Background: an optimization exercise with open tools, aiming at small area and few clock cycles. Do not read the settings as production practice. Function was checked by simulation only, so behaviour that the tests miss may differ from the original. Power is estimated from default activity; no workload was simulated.

==> design/flow/design.v <==
package sgti_pkg;
	localparam int IDX_W     = 20;
	localparam int ROW_W     = 10;
	localparam int REG_W     = 11;
	localparam int CFG_IDX_W = 2;
	localparam int IN_DATA_W  = 8;
	localparam int OUT_DATA_W = 64;
	localparam logic [CFG_IDX_W-1:0] REG_SLICE_COUNT = CFG_IDX_W'(0);
	localparam logic [CFG_IDX_W-1:0] REG_STACK_COUNT = CFG_IDX_W'(1);
	typedef enum logic [1:0] {
		REGION_TOP = 2'd0,
		REGION_MID = 2'd1,
		REGION_BOT = 2'd2
	} region_t;
	typedef struct packed {
		logic              last_triangle;
		region_t           region;
		logic [IDX_W-1:0]  vertex_c;
		logic [IDX_W-1:0]  vertex_b;
		logic [IDX_W-1:0]  vertex_a;
	} tri_t;
endpackage
import sgti_pkg::*;
module sphere_grid_triangle_index_generator #(
	parameter int MAX_SLICES = 1024,
	parameter int MAX_STACKS = 1024
) (
	input  logic                                clk,
	input  logic                                arst_n,
	input  logic                                s_axis_tvalid,
	output logic                                s_axis_tready,
	input  logic [sgti_pkg::IN_DATA_W-1:0]      s_axis_tdata,    
	output logic                                m_axis_tvalid,
	input  logic                                m_axis_tready,
	output logic [sgti_pkg::OUT_DATA_W-1:0]     m_axis_tdata,    
	output logic [1:0]                          m_axis_tuser,    
	output logic                                m_axis_tlast,    
	input  logic                                cfg_valid,
	output logic                                cfg_ready,
	input  logic [sgti_pkg::CFG_IDX_W-1:0]      cfg_index,
	input  logic [sgti_pkg::REG_W-1:0]          cfg_data
);
	localparam int SW = $clog2(MAX_SLICES + 1);
	localparam int TW = $clog2(MAX_STACKS + 1);
	localparam int PW = SW + TW;
	localparam int S_RST = (32 > MAX_SLICES) ? MAX_SLICES : 32;
	localparam int T_RST = (16 > MAX_STACKS) ? MAX_STACKS : 16;
	localparam int POLE_RST = (1 + (T_RST - 1) * S_RST) % (1 << IDX_W);
	typedef enum logic [1:0] {
		PH_TOP = 2'd0,
		PH_MID = 2'd1,
		PH_BOT = 2'd2
	} phase_t;
	logic [SW-1:0]    s_eff_q;
	logic [TW-1:0]    t_eff_q;
	logic [IDX_W-1:0] pole_q;
	phase_t           phase_q;
	logic [ROW_W-1:0] row_q;
	logic [SW-1:0]    col_q;
	logic             pair_q;
	logic [IDX_W-1:0] upper_q;
	logic [IDX_W-1:0] lower_q;
	sgti_pkg::tri_t             out_q;
	sgti_pkg::tri_t             skid_q;
	logic             out_valid_q;
	logic             skid_valid_q;
	logic             in_xfer;
	logic             out_xfer;
	logic             cfg_hit;
	logic [31:0]      cfg_raw;
	logic [31:0]      sat_s;
	logic [31:0]      sat_t;
	logic [SW-1:0]    new_s;
	logic [TW-1:0]    new_t;
	logic [PW-1:0]    new_prod;
	logic [IDX_W-1:0] new_pole;
	logic             do_rst;
	phase_t           st_phase;
	logic [SW-1:0]    st_col;
	logic             st_pair;
	logic [ROW_W-1:0] st_row;
	logic [IDX_W-1:0] st_upper;
	logic [IDX_W-1:0] st_lower;
	logic [IDX_W-1:0] lower_init;
	logic [SW-1:0]    s_m1;
	logic [SW-1:0]    col;
	logic             col_last;
	logic [SW-1:0]    col_nxt;
	logic [IDX_W-1:0] col_i;
	logic [IDX_W-1:0] nxt_i;
	logic             row_last;
	phase_t           n_phase;
	logic [ROW_W-1:0] n_row;
	logic [SW-1:0]    n_col;
	logic             n_pair;
	logic [IDX_W-1:0] n_upper;
	logic [IDX_W-1:0] n_lower;
	sgti_pkg::tri_t             n_tri;
	assign in_xfer  = s_axis_tvalid && s_axis_tready;
	assign out_xfer = out_valid_q && m_axis_tready;
	assign cfg_hit  = cfg_valid && ((cfg_index == REG_SLICE_COUNT) ||
		(cfg_index == REG_STACK_COUNT));
	always_comb begin
		cfg_raw = 32'(cfg_data);
		sat_s = cfg_raw;
		if (cfg_raw < 32'd3) sat_s = 32'd3;
		else if (cfg_raw > 32'(MAX_SLICES)) sat_s = 32'(MAX_SLICES);
		sat_t = cfg_raw;
		if (cfg_raw < 32'd2) sat_t = 32'd2;
		else if (cfg_raw > 32'(MAX_STACKS)) sat_t = 32'(MAX_STACKS);
		new_s = (cfg_valid && cfg_index == REG_SLICE_COUNT) ? SW'(sat_s) : s_eff_q;
		new_t = (cfg_valid && cfg_index == REG_STACK_COUNT) ? TW'(sat_t) : t_eff_q;
		new_prod = PW'(new_t - TW'(1)) * PW'(new_s);
		new_pole = IDX_W'(new_prod) + IDX_W'(1);
	end
	always_comb begin
		do_rst = s_axis_tdata[0] ||
			!((phase_q == PH_TOP) || (phase_q == PH_MID) || (phase_q == PH_BOT));
		lower_init = IDX_W'(s_eff_q) + IDX_W'(1);
		st_phase = do_rst ? PH_TOP : phase_q;
		st_col   = do_rst ? '0 : col_q;
		st_pair  = do_rst ? 1'b0 : pair_q;
		st_row   = do_rst ? '0 : row_q;
		st_upper = do_rst ? IDX_W'(1) : upper_q;
		st_lower = do_rst ? lower_init : lower_q;
		s_m1     = s_eff_q - SW'(1);
		col      = (st_col >= s_eff_q) ? s_m1 : st_col;
		col_last = (col == s_m1);
		col_nxt  = col_last ? '0 : col + SW'(1);
		col_i    = IDX_W'(col);
		nxt_i    = IDX_W'(col_nxt);
		row_last = (32'(st_row) + 32'd1) >= (32'(t_eff_q) - 32'd2);
		n_phase = st_phase;
		n_row   = st_row;
		n_col   = st_col;
		n_pair  = st_pair;
		n_upper = st_upper;
		n_lower = st_lower;
		n_tri   = '0;
		case (st_phase)
			PH_TOP: begin
				n_tri.region   = REGION_TOP;
				n_tri.vertex_a = '0;
				if (!col_last) begin
					n_tri.vertex_b = col_i + IDX_W'(1);
					n_tri.vertex_c = col_i + IDX_W'(2);
					n_col = col + SW'(1);
				end else begin
					n_tri.vertex_b = IDX_W'(s_eff_q);
					n_tri.vertex_c = IDX_W'(1);
					n_col = '0;
					n_phase = (32'(t_eff_q) > 32'd2) ? PH_MID : PH_BOT;
				end
			end
			PH_MID: begin
				n_tri.region   = REGION_MID;
				n_tri.vertex_a = st_lower + col_i;
				if (!st_pair) begin
					n_tri.vertex_b = st_lower + nxt_i;
					n_tri.vertex_c = st_upper + nxt_i;
					n_pair = 1'b1;
				end else begin
					n_tri.vertex_b = st_upper + nxt_i;
					n_tri.vertex_c = st_upper + col_i;
					n_pair = 1'b0;
					n_col = col_nxt;
					if (col_last) begin
						if (row_last) begin
							n_row = '0;
							n_phase = PH_BOT;
						end else begin
							n_row = st_row + ROW_W'(1);
							n_upper = st_lower;
							n_lower = st_lower + IDX_W'(s_eff_q);
						end
					end
				end
			end
			PH_BOT: begin
				n_tri.region   = REGION_BOT;
				n_tri.vertex_a = pole_q;
				if (!col_last) begin
					n_tri.vertex_b = pole_q - IDX_W'(1) - col_i;
					n_tri.vertex_c = pole_q - IDX_W'(2) - col_i;
					n_col = col + SW'(1);
				end else begin
					n_tri.vertex_b = pole_q - IDX_W'(s_eff_q);
					n_tri.vertex_c = pole_q - IDX_W'(1);
					n_tri.last_triangle = 1'b1;
					n_phase = PH_TOP;
					n_col   = '0;
					n_pair  = 1'b0;
					n_row   = '0;
					n_upper = IDX_W'(1);
					n_lower = lower_init;
				end
			end
			default: begin
				n_phase = PH_TOP;
			end
		endcase
	end
	always_ff @(posedge clk or negedge arst_n) begin
		if (!arst_n) begin
			s_eff_q <= SW'(S_RST);
			t_eff_q <= TW'(T_RST);
			pole_q  <= IDX_W'(POLE_RST);
			phase_q <= PH_TOP;
			row_q   <= '0;
			col_q   <= '0;
			pair_q  <= 1'b0;
			upper_q <= IDX_W'(1);
			lower_q <= IDX_W'(S_RST + 1);
		end else if (cfg_hit) begin
			s_eff_q <= new_s;
			t_eff_q <= new_t;
			pole_q  <= new_pole;
			phase_q <= PH_TOP;
			row_q   <= '0;
			col_q   <= '0;
			pair_q  <= 1'b0;
			upper_q <= IDX_W'(1);
			lower_q <= IDX_W'(new_s) + IDX_W'(1);
		end else if (in_xfer) begin
			phase_q <= n_phase;
			row_q   <= n_row;
			col_q   <= n_col;
			pair_q  <= n_pair;
			upper_q <= n_upper;
			lower_q <= n_lower;
		end
	end
	always_ff @(posedge clk or negedge arst_n) begin
		if (!arst_n) begin
			out_valid_q  <= 1'b0;
			skid_valid_q <= 1'b0;
		end else if (out_xfer || !out_valid_q) begin
			if (skid_valid_q) begin
				out_valid_q  <= 1'b1;
				skid_valid_q <= 1'b0;
			end else begin
				out_valid_q <= in_xfer;
			end
		end else if (in_xfer) begin
			skid_valid_q <= 1'b1;
		end
	end
	always_ff @(posedge clk) begin
		if (out_xfer || !out_valid_q) begin
			if (skid_valid_q) out_q <= skid_q;
			else if (in_xfer) out_q <= n_tri;
		end else if (in_xfer) begin
			skid_q <= n_tri;
		end
	end
	assign s_axis_tready = !skid_valid_q;
	assign cfg_ready     = 1'b1;
	assign m_axis_tvalid = out_valid_q;
	assign m_axis_tdata  = {(OUT_DATA_W - 3 * IDX_W)'(0), out_q.vertex_c, out_q.vertex_b,
		out_q.vertex_a};
	assign m_axis_tuser  = out_q.region;
	assign m_axis_tlast  = out_q.last_triangle;
endmodule
==> design/flow/run.sh <==
#!/bin/bash
# synth_recipe.tcl (not shown) runs the flow's synth.tcl, then flattens the netlist and writes it again
# the make line also repeats each setting of config.mk as NAME=value (left out here)
make -C /OpenROAD-flow-scripts/flow DESIGN_CONFIG=/design/flow/config.mk WORK_HOME=/design/flow/orfs CLKGATE_MAP_FILE= SYNTH_SCRIPT=/design/flow/synth_recipe.tcl finish
==> design/flow/config.mk <==
export PLATFORM = sky130hd
export DESIGN_NAME = sphere_grid_triangle_index_generator
export DESIGN_NICKNAME = sphere_grid_triangle_index_generator
export VERILOG_FILES = /design/flow/design.v
export SDC_FILE = /design/flow/constraint.sdc
export NUM_CORES = 4
export LEC_CHECK = 0
export CAP_MARGIN = 20
export CORE_MARGIN = 2
export CORE_UTILIZATION = 40
export SLEW_MARGIN = 20
==> design/flow/constraint.sdc <==
create_clock -name core_clock -period 10.0 [get_ports {clk}]
set_input_delay 2.0000 -clock core_clock [delete_from_list [all_inputs] [get_ports {clk}]]
set_output_delay 2.0000 -clock core_clock [all_outputs]
set_load 0.01 [all_outputs]
==> results.json <==
{
  "seq_area_frac_synth_pct": 26.6,
  "place.gp.congestion": 0.982,
  "post-place-cells": 3687,
  "finClkSkew_ps": 10.2,
  "drc_errors": 0,
  "ir_drop_v": 0.000211,
  "hold_viol": 0,
  "worst_pin_slew_ps": 1230,
  "ioPinCount": 96,
  "setup_viol": 0,
  "crit_required_ps": 10330,
  "register_area_um2": 6500,
  "drt-total-wl_mm": 88.7,
  "avgViaCountPerCell": 5.92,
  "top_layer": "met4",
  "ys_async_sr_fraction_pct": 46.2,
  "layout-drive-gt1-share_pct": 7.31,
  "final_nets": 3254,
  "die_area_um2": 63000,
  "crit_start": "s_axis_tdata[0]",
  "pre_cts_slack_ps": 417,
  "htreeDepth": 1,
  "drt-met1-wl_mm": 37.6,
  "grt_max_degree": 69,
  "drt_iter0_drc": 1955,
  "cp-start-kind": "primary input",
  "clk_pin_slew_ps": 60,
  "reg2reg_slack_ps": 2220,
  "post_drt_wl_per_cell_um": 23.7,
  "dominantRegCellSynth": "edfxtp_1",
  "syn_inst": 2884,
  "endpoint_kind": "register",
  "portBuffers": 83,
  "status": "no timing/DRC/antenna violations",
  "ys.warnings.count": 1,
  "syn_area_per_cell_um2": 8.47,
  "ctsLongestPathBuffers": 3,
  "vias": 22121,
  "holdPathStages": 1,
  "finalPower_uw": 6630,
  "grt_pass1_wl_mm": 135,
  "final_core_util_pct": 45.0,
  "cts_sinks": 234,
  "syn_area_um2": 24400,
  "rows": 90,
  "root_buffer": "clkbuf_16",
  "final_cells": 3735,
  "worstPathMaxFanout": 14,
  "dr_wl_met3_mm": 6.08,
  "hold_path_class": "reg2reg",
  "dr_wl_met2_mm": 40.4,
  "power.density_nw_per_um2": 244,
  "area_delta_synth_final_pct": 11.2,
  "multi_input_area_um2": 16300,
  "insertion_delay_ps": 580,
  "crit_type": "in2reg",
  "grt.total_usage_pct": 27.9,
  "synth.distinct_cells": 94,
  "slew_violations": 0,
  "fin_crit_sh_pct": 90.6,
  "core_um2": 60400,
  "diodes": 0,
  "grt_pass1_vias": 21928,
  "cts_resized": 0,
  "r2r-start": "s_eff_q[6]",
  "rsz0062_at_grt": "no",
  "synth_edf_count": 126,
  "drt_first_pass_iters": 6,
  "fin_tns_setup_ps": 0,
  "worst_slack_ps": 939,
  "total_leakage_power_uw": 0.0114,
  "synth_seq_cells": 234,
  "die_x_um": 251,
  "relSlewSlack_pct": 17.8,
  "maxCapViolCount": 0,
  "arrival_ps": 9390,
  "cts_tree": "built",
  "initial_core_util_pct": 40.5,
  "cts_inserted_buffers": 27,
  "grt_overflow_total": 0,
  "fp.dieH_um": 251,
  "reg2reg_depth": 25,
  "ant_nets": 0,
  "dp_hpwl_mm": 69.7,
  "fillers": 5855,
  "post_cts_buffers": 0,
  "antenna_found_initial": 2,
  "clock.fmax_mhz": 110,
  "cts_hold_buf": 0,
  "hold_start": "upper_q[9]",
  "fin_crit_ps": 9060
}
==> path summary, 6_finish.rpt <==
| kind | to |
|---|---|
| min in group asynchronous | skid_valid_q |
| worst min register to register | upper_q[9] |
| worst min-delay path | upper_q[9] |
| max in group asynchronous | pole_q[4] |
| worst max register to register | out_q[57] |
| worst max-delay path | out_q[57] |
==> registers in the layout, indices dropped and copies added, names as in the netlist <==
| signal | count |
|---|---|
| lower_q | 20 |
| skid_valid_q | 1 |
| skid_q | 63 |
| upper_q | 20 |
| pair_q | 1 |
| pole_q | 20 |
| col_q | 11 |
| t_eff_q | 11 |
| out_valid_q | 1 |
| s_eff_q | 11 |
| row_q | 10 |
| phase_q | 2 |
| out_q | 63 |
==> routing by layer <==
layer	up-vias	GRT usage (%)
met4	0	12.7
met2	913	45.6
met1	10781	37.1
li1	10228	-
met3	199	3.45
met5	-	0
==> where the power goes <==
group,internal (µW),switching (µW)
Clock,622,430
Sequential,1170,189
Combinational,1560,2660
Total,3350,3280
==> worst max-delay path, cell delays in order <==
cell             delay, ps
clkdlybuf4s50_1        490
a21oi_4                430
and2_1                 270
ha_1                   270
a21oi_1                150
o21ai_0                 90
a21oi_1                190
o21ai_0                220
a21oi_1                240
buf_4                  290
nor2_1                  60
a21oi_1                180
inv_1                  250
ha_1                   380
o21ai_0                190
nor3b_1                690
ha_1                   320
o21ai_0                150
o21ai_0                440
nand3_1                290
nand2_1                350
nand2_1                130
o21ai_0                210
xnor2_1                180
nor4_1                  70
or3_1                  530
mux2_2                 310
==> cells in the final DEF (no fill, tap or decap), drive strengths merged, types with 79 or more instances in the layout <==
| cell type | instances |
|---|---|
| a21oi | 150 |
| o21ai | 193 |
| dfrtp | 98 |
| buf | 79 |
| nand2 | 347 |
| ha | 183 |
| clkdlybuf4s50 | 82 |
| xnor2 | 153 |
| nor2 | 229 |
| fa | 111 |
| inv | 271 |
| edfxtp | 126 |
==> final cells by class <==
type	count	share of cell area, %
Multi-Input combinational cell	2234	60.1
Tap cell	782	3.60
Inverter	276	3.81
Clock buffer	30	2.53
Timing Repair Buffer	161	5.20
Clock inverter	18	0.834
Sequential cell	234	23.9
==> synth_stat cells (9+ instances only) <==
| cell | count | area [µm²] |
|---|---|---|
| a211oi_1 | 20 | 150 |
| a21o_1 | 43 | 323 |
| a21oi_1 | 149 | 746 |
| a221oi_1 | 11 | 96.3 |
| a22o_1 | 28 | 245 |
| a22oi_1 | 16 | 120 |
| a31oi_1 | 41 | 257 |
| and2_1 | 56 | 350 |
| and3_1 | 18 | 113 |
| buf_2 | 14 | 70.1 |
| clkbuf_1 | 111 | 417 |
| dfrtp_1 | 98 | 2450 |
| dfstp_2 | 10 | 263 |
| edfxtp_1 | 126 | 3780 |
| fa_1 | 111 | 2220 |
| ha_1 | 183 | 2290 |
| inv_1 | 269 | 1010 |
| mux2_2 | 38 | 428 |
| mux2i_1 | 37 | 370 |
| nand2_1 | 347 | 1300 |
| nand2b_1 | 26 | 163 |
| nand3_1 | 67 | 335 |
| nand4_1 | 23 | 144 |
| nor2_1 | 226 | 848 |
| nor2b_1 | 22 | 138 |
| nor3_1 | 58 | 290 |
| nor4_1 | 17 | 106 |
| o211ai_1 | 19 | 143 |
| o21a_1 | 24 | 180 |
| o21ai_0 | 186 | 931 |
| o21bai_1 | 18 | 135 |
| o22ai_1 | 32 | 200 |
| o31ai_1 | 21 | 158 |
| or2_2 | 9 | 56.3 |
| or3_1 | 14 | 87.6 |
| xnor2_1 | 152 | 1330 |
| xor2_1 | 49 | 429 |
==> cell families (layout without fill, tap and decap cells) <==
family | Yosys count | after routing | share of synthesized area (%)
AOI/OAI and AO/OA | 727 | 727 | 19.6
and+or+nand+nor | 930 | 930 | 17.9
other | 2 | 5 | 0.0308
DFF | 234 | 234 | 26.6
xor gates and xnor gates | 202 | 202 | 7.27
adders and majority gates | 294 | 294 | 18.5
muxes | 76 | 76 | 3.33
buffers and inverters | 419 | 485 | 6.73
==> per-stage QoR <==
step                      hold slack, ps  area [µm²]
after floorplan                      450       24400
after global placement               479       26200
after detailed placement             479       26300
after CTS                            495       27200
after global routing                 519       27200
final                                501       27200
Testbench counts, summed over its fixed seeds: cycles 77,701.

## afterwards: timing with drivers on the ports
Ports are ideal in the flow. The routed layout listed here was re-timed in OpenROAD.
Step 1 (the two cells are an assumption about what drives the block):
set clk [get_ports {clk}]
set_driving_cell -lib_cell sky130_fd_sc_hd__clkbuf_16 $clk
set_driving_cell -lib_cell sky130_fd_sc_hd__buf_2 [delete_from_list [all_inputs] $clk]
Step 2 times the ports against the registers' clock, not the clock port: input delays grow and output delays shrink by t, the midpoint of the rising clock arrivals with the driver on.
a / b / c = no drivers / after step 1 / after step 2; a / b = the first two.
t, ns: 0.631
setup WS [ns]: 0.939 / 0.974 / 0.343
worst setup path after step 2: input to register
clock arrival spread, ns: 0.010 / 0.011
worst data-port slew with drivers (ns): 0.04
After both steps this run still meets setup and hold. The setup slack of this run moves by +0.035 ns with the drivers and by -0.596 ns with both steps.
